This is an optimization exercise on Yosys and OpenROAD, whose aim is small area and a short achievable clock period, not a production implementation.
Function not checked in this run: the RTL went through the layout flow alone.
No activity file was given, so power comes from the tool's default toggle rates.

**run.sh**
```bash
#!/bin/bash
# synth_recipe.tcl (not shown) runs the flow's synth.tcl, then flattens the netlist and writes it again
# the make line also repeats each setting of config.mk as NAME=value (left out here)
make -C /OpenROAD-flow-scripts/flow DESIGN_CONFIG=/design/flow/config.mk WORK_HOME=/design/flow/orfs CLKGATE_MAP_FILE= SYNTH_SCRIPT=/design/flow/synth_recipe.tcl finish
```
**constraint.sdc**
```tcl
create_clock -name core_clock -period 5.0 [get_ports {clock}]
set_input_delay 1.0000 -clock core_clock [delete_from_list [all_inputs] [get_ports {clock}]]
set_output_delay 1.0000 -clock core_clock [all_outputs]
set_load 0.01 [all_outputs]
```
**design.v**
```verilog
module scope_trigger_capture #(
   parameter int unsigned DATA_W       = 12,
   parameter int unsigned ADDR_W       = 8,
   parameter int unsigned PRE_TRIG     = 64,
   parameter int unsigned AUTO_TIMEOUT = 4096
) (
   input  logic              clock,
   input  logic              reset_n,
   input  logic              sample_valid,
   input  logic [DATA_W-1:0] sample_data,
   input  logic              arm,
   input  logic [DATA_W-1:0] trig_level,
   input  logic              trig_rising,
   input  logic [ADDR_W-1:0] rd_addr,
   output logic [DATA_W-1:0] rd_data,
   output logic [2:0]        state,
   output logic              busy,
   output logic              capture_done,
   output logic              auto_fired
);
   localparam int unsigned DEPTH = 1 << ADDR_W;
   localparam int unsigned POST  = DEPTH - PRE_TRIG;    
   if (PRE_TRIG < 1 || PRE_TRIG > DEPTH - 2 || AUTO_TIMEOUT < 1) begin : g_param_check
      $error("scope_trigger_capture: PRE_TRIG or AUTO_TIMEOUT out of range");
   end
   localparam int unsigned CNT_MAX = (AUTO_TIMEOUT > DEPTH) ? AUTO_TIMEOUT : DEPTH;
   localparam int unsigned CNT_W = $clog2(CNT_MAX);
   localparam logic [CNT_W-1:0] LD_PRE  = CNT_W'((1 << CNT_W) - PRE_TRIG);
   localparam logic [CNT_W-1:0] LD_WAIT = CNT_W'((1 << CNT_W) - AUTO_TIMEOUT);
   localparam logic [CNT_W-1:0] LD_POST = CNT_W'((1 << CNT_W) - (POST - 1));
   localparam logic [2:0] S_IDLE    = 3'd0;
   localparam logic [2:0] S_PREFILL = 3'd1;
   localparam logic [2:0] S_WAIT    = 3'd2;
   localparam logic [2:0] S_POST    = 3'd3;
   localparam logic [2:0] S_DONE    = 3'd4;
   logic [2:0]        r_state;
   logic              r_busy;
   logic              r_done;
   logic              r_auto;
   logic [CNT_W-1:0]  r_cnt;
   logic [DATA_W-1:0] win [DEPTH];
   logic              w_shift;
   logic              w_acc;
   logic              w_last;
   logic              w_edge;
   logic              w_fire;
   logic [DATA_W-1:0] w_prev;
   assign w_shift = sample_valid && !r_done;
   assign w_acc   = sample_valid && !arm && r_busy;
   assign w_last  = &r_cnt;
   assign w_prev  = win[DEPTH-1];
   assign w_edge = trig_rising ? ((w_prev < trig_level) && (sample_data >= trig_level))
                               : ((w_prev > trig_level) && (sample_data <= trig_level));
   assign w_fire = w_edge || w_last;
   always_ff @(posedge clock or negedge reset_n) begin
      if (!reset_n) begin
         r_state <= S_IDLE;
         r_busy  <= 1'b0;
         r_done  <= 1'b0;
         r_auto  <= 1'b0;
      end else if (arm) begin
         r_state <= S_PREFILL;
         r_busy  <= 1'b1;
         r_done  <= 1'b0;
         r_auto  <= 1'b0;
      end else if (w_acc) begin
         case (r_state)
            S_PREFILL: if (w_last) r_state <= S_WAIT;
            S_WAIT: if (w_fire) begin
               r_state <= S_POST;
               r_auto  <= !w_edge;
            end
            S_POST: if (w_last) begin
               r_state <= S_DONE;
               r_busy  <= 1'b0;
               r_done  <= 1'b1;
            end
            default: ;
         endcase
      end
   end
   always_ff @(posedge clock) begin
      if (arm) begin
         r_cnt <= LD_PRE;
      end else if (w_acc) begin
         if (r_state == S_PREFILL && w_last)     r_cnt <= LD_WAIT;
         else if (r_state == S_WAIT && w_fire)   r_cnt <= LD_POST;
         else                                    r_cnt <= r_cnt + 1'b1;
      end
   end
   for (genvar k = 0; k < DEPTH; k++) begin : g_win
      always_ff @(posedge clock) begin
         if (w_shift) win[k] <= (k == DEPTH - 1) ? sample_data : win[(k + 1) % DEPTH];
      end
   end
   localparam int unsigned LO_W = ADDR_W / 2;
   localparam int unsigned HI_W = ADDR_W - LO_W;
   localparam int unsigned N_LO = 1 << LO_W;
   localparam int unsigned N_HI = 1 << HI_W;
   logic [N_LO-1:0]   w_lo_sel;
   logic [N_HI-1:0]   w_hi_sel;
   logic [DATA_W-1:0] w_grp [N_HI];
   logic [DATA_W-1:0] w_rd;
   always_comb begin
      for (int l = 0; l < N_LO; l++) w_lo_sel[l] = (rd_addr[LO_W-1:0] == LO_W'(l));
      for (int h = 0; h < N_HI; h++) w_hi_sel[h] = (rd_addr[ADDR_W-1:LO_W] == HI_W'(h));
      w_rd = '0;
      for (int h = 0; h < N_HI; h++) begin
         w_grp[h] = '0;
         for (int l = 0; l < N_LO; l++)
            w_grp[h] = w_grp[h] | (win[h*N_LO + l] & {DATA_W{w_lo_sel[l]}});
         w_rd = w_rd | (w_grp[h] & {DATA_W{w_hi_sel[h]}});
      end
   end
   always_ff @(posedge clock) begin
      rd_data <= w_rd;
   end
   assign state        = r_state;
   assign busy         = r_busy;
   assign capture_done = r_done;
   assign auto_fired   = r_auto;
endmodule
```
**config.mk**
```make
export PLATFORM = sky130hd
export DESIGN_NAME = scope_trigger_capture
export DESIGN_NICKNAME = scope_trigger_capture
export VERILOG_FILES = /design/flow/design.v
export SDC_FILE = /design/flow/constraint.sdc
export NUM_CORES = 4
export LEC_CHECK = 0
export ABC_CLOCK_PERIOD_IN_PS = 2000
export CAP_MARGIN = 20
export CORE_MARGIN = 2
export CORE_UTILIZATION = 45
export SETUP_SLACK_MARGIN = 2.6
export SLEW_MARGIN = 20
```
==> run notes <==
-- state kept, by name, indices dropped and copies added (netlist names) --
| name | count |
|---|---|
| r_done | 1 |
| r_busy | 1 |
| r_state | 3 |
| rd_data | 12 |
| win | 3072 |
| r_auto | 1 |
| r_cnt | 12 |
-- kinds of logic after synthesis --
family	count (synthesis)	synth area share, %
flip-flops	3102	81.5
multiplexers	131	1.29
AO/OA/AOI/OAI	1893	12.9
adder cells (fa/ha/maj)	25	0.274
AND/OR/NAND/NOR	524	2.43
XOR/XNOR	3	0.0231
buffers and inverters	418	1.59
-- cells in the final DEF, fill, tap and decap left out, types with 54 or more instances in the layout --
cell          n
edfxtp_1   3072
a22oi_1     760
buf_4       433
clkbuf_16   345
a22o_1      245
a221oi_1    156
a222oi_1    146
buf_12      129
o21ai_0     104
nand2_1     103
mux2_2       84
nand3_1      80
buf_6        79
nor2_1       77
o2111ai_1    73
clkinv_1     64
clkbuf_1     60
a21oi_1      58
nand4_1      58
clkinv_2     54
-- critical path: cells and delay by family --
kind            cells  cell delay, ns
compound gates      3            0.82
simple gates        4            1.30
buf+inv             3            0.47
-- worst max path at each step --
stage,to,slack (ns),depth (start not counted),startpoint
floorplan,win[0][0],-42.24,1,sample_valid
finish,rd_data[3],2.19,10,rd_addr[2]
global placement,rd_data[7],0.21,11,rd_addr[3]
global route,rd_data[3],2.24,7,win[255][3]
detailed placement,rd_data[7],0.33,10,rd_addr[2]
CTS,rd_data[3],2.40,9,rd_addr[3]
-- repair_timing --
action                      CTS  global route
setup buffers               155            58
setup endpoints to repair  1598            43
pin swaps                   100           132
gates resized for setup     496           198
gates cloned                 41             7
-- power by group through the flow --
stage	clock, µW	sequential, µW	combinational (µW)
global placement	0	31700	2950
finish	23800	31300	3600
detailed placement	0	31700	2980
floorplan	0	33100	1440
CTS	23900	31300	3330
global route	24900	31400	3640
-- routing by layer --
layer  track usage, %  routed length [µm]  up-vias
met5            0.185                 367        -
met3             10.3               67100     1186
li1                 -                   -    27635
met2             45.1              179000     7330
met1             43.9              153000    38085
met4             16.4               25600       20
-- layout make-up --
| cell class | count | area, µm² |
|---|---|---|
| Fill cell | 19167 | 114000 |
| Sequential cell | 3102 | 92900 |
| Multi-Input combinational cell | 2584 | 21300 |
| Timing Repair Buffer | 740 | 8720 |
| Clock buffer | 397 | 8600 |
| Tap cell | 3348 | 4190 |
| Clock inverter | 160 | 1510 |
| Antenna cell | 38 | 95.1 |
| Inverter | 23 | 91.3 |
-- through the flow --
| stage | area (µm²) | setup slack [ns] | hold WS, ns | util, % | std cells |
|---|---|---|---|---|---|
| after floorplan | 114000 | -42.24 | 0.418 | - | 6096 |
| after global placement | 122000 | 0.211 | 0.424 | 48.5 | 9536 |
| after detailed placement | 122000 | 0.327 | 0.429 | 48.5 | 9536 |
| after CTS | 136000 | 2.40 | 0.248 | 54.0 | 10289 |
| after global routing | 137000 | 2.24 | 0.252 | 54.6 | 10358 |
| final | 137000 | 2.19 | 0.266 | 54.6 | 10392 |
==> flow_metrics.tcl <==
set metrics [dict create \
    routedWlPerCell_um 40.8 \
    relSlewSlack_pct 25.8 \
    comb_power_share_pct 6.1 \
    synth-seq-area-share_pct 81.5 \
    critPathMaxStageDelay_ns 0.54 \
    worst_pin_slew_ns 1.11 \
    grt_max_degree 129 \
    power-per-cell-area_nw_per_um2 427 \
    power_uw 58700 \
    critical_path_class "in -> reg" \
    synthArstFlopShare_pct 0.193 \
    finalCritPeriodShare_pct 56.1 \
    die_h_um 507 \
    rr_startpoint "win[255][3]" \
    drt_wl_total_mm 424 \
    final_max_slew_viol_count 0 \
    cts_root_buf "clkbuf_16" \
    ios 55 \
    grt_pass1_wl_mm 566 \
    hold_path_depth 1 \
    ys.flop_type "edfxtp_1" \
    grt_overflow 0 \
    cts_tree "built" \
    cts_buffer_depth 4 \
    max_freq_ghz 0.356 \
    rsz0062_at_grt "yes" \
    synth_cells 6096 \
    drive_above_1_share_pct 22.3 \
    nNetsFinal 6838 \
    crit_path_start_kind "primary input" \
    swShare_pct 23.1 \
    io_buffers 54 \
    drv_cap 0 \
    grt_antenna_before_repair 42 \
    crit_path_cell_trace "clkbuf_16 -> buf_12 -> nor4b_4 -> buf_12 -> a222oi_1 -> and3_1 -> nand4_1 -> a2bb2oi_1 -> o2111ai_1 -> or4_1" \
    status "no timing/DRC/antenna violations" \
    p_switching_uw 13600 \
    arrival_ns 3.64 \
    core_area_um2 252000 \
    hold_end "win[255][7]" \
    synth.most_common_cell "edfxtp_1" \
    p_clk_share_pct 40.5 \
    dieWidth_um 507 \
    cp_common_cell "buf_12" \
    seq_power_share_pct 53.4 \
    clock-sinks 3102 \
    finalSetupViolations 0 \
    dieArea_um2 257000 \
    finalSetupTns_ns 0 \
    h-tree-depth 5 \
    drtIter0Drc 16379 \
    clk_pin_slew_worst_paths_ns 0.06 \
    initial_core_util_pct 45.3 \
    track_usage_pct 31.8 \
    vias_per_cell 7.15 \
    finalCriticalPeriod_ns 2.81 \
    hold_start "sample_data[7]" \
    areaGrowthSynthToFinish_pct 20.6 \
    r2r_slack_ns 2.27 \
    finalClockSkew_ns 0.0683 \
    synth_nets 6158 \
    ys_warn_count 3 \
    synth-edff-count 3072 \
    p_leak_uw 0.0460 \
    endpoint_kind "flip-flop" \
    gp_congestion 0.918 \
    drc 0 \
    grt_pass1_vias 68303 \
    crit_fanout 10 \
    synth_area_um2 114000 \
    insertion_delay_ns 0.98 \
    synthTopCellsByCount "edfxtp_1 (3072), a22oi_1 (775), a22o_1 (245)" \
    cts_hold_buf 0 \
    drtAntennaViolNets 0 \
    vias 74256 \
    yosysTopAreaCell "edfxtp_1" \
    reg2reg_depth 7 \
    rows 184 \
    min-delay-path-class "in -> reg" \
    synth_top_area_share_pct 80.9 \
    synth_cell_types 77 \
    peakVddDrop_v 0.000458 \
    r2r-end "rd_data[3]" \
    cts_buffers 325 \
    p_int_uw 45200 \
    slowest_stage "nand4_1" \
    ys_ff_latch 3102 \
    synth.area.top_cells "edfxtp_1 (81%), a22oi_1 (5.1%), a22o_1 (1.9%)" \
    dr.pass1.iters 9 \
    cp.required_ns 5.83 \
    hpwl_mm 247 \
    postSynthAreaPerCell_um2 18.7 \
    hold_viol_final 0 \
]

what the ideal ports hide:
How much do the figures lean on ideal ports? The routed layout below was timed once more, with nothing changed but the port constraints. Step 1: set_driving_cell puts a clkbuf_16 on clock and a buf_2 on each other input, an assumption about the parent block. Step 2 also shifts input and output timing later by t, the mid clock arrival at the registers, as if the neighbouring blocks saw the same clock. Three values: ideal, step 1, step 2; two values: the first two.
t, ns: 1.048
setup slack, ns: 2.193 / 1.982 / 0.934
worst setup path at the end: input to register
latest minus earliest clock arrival (ns): 0.082 / 0.082
worst register clock-pin slew, ns: 0.07 / 0.07
After both steps this run still meets setup and hold. The setup slack of this run moves by -0.211 ns with the drivers and by -1.259 ns with both steps.
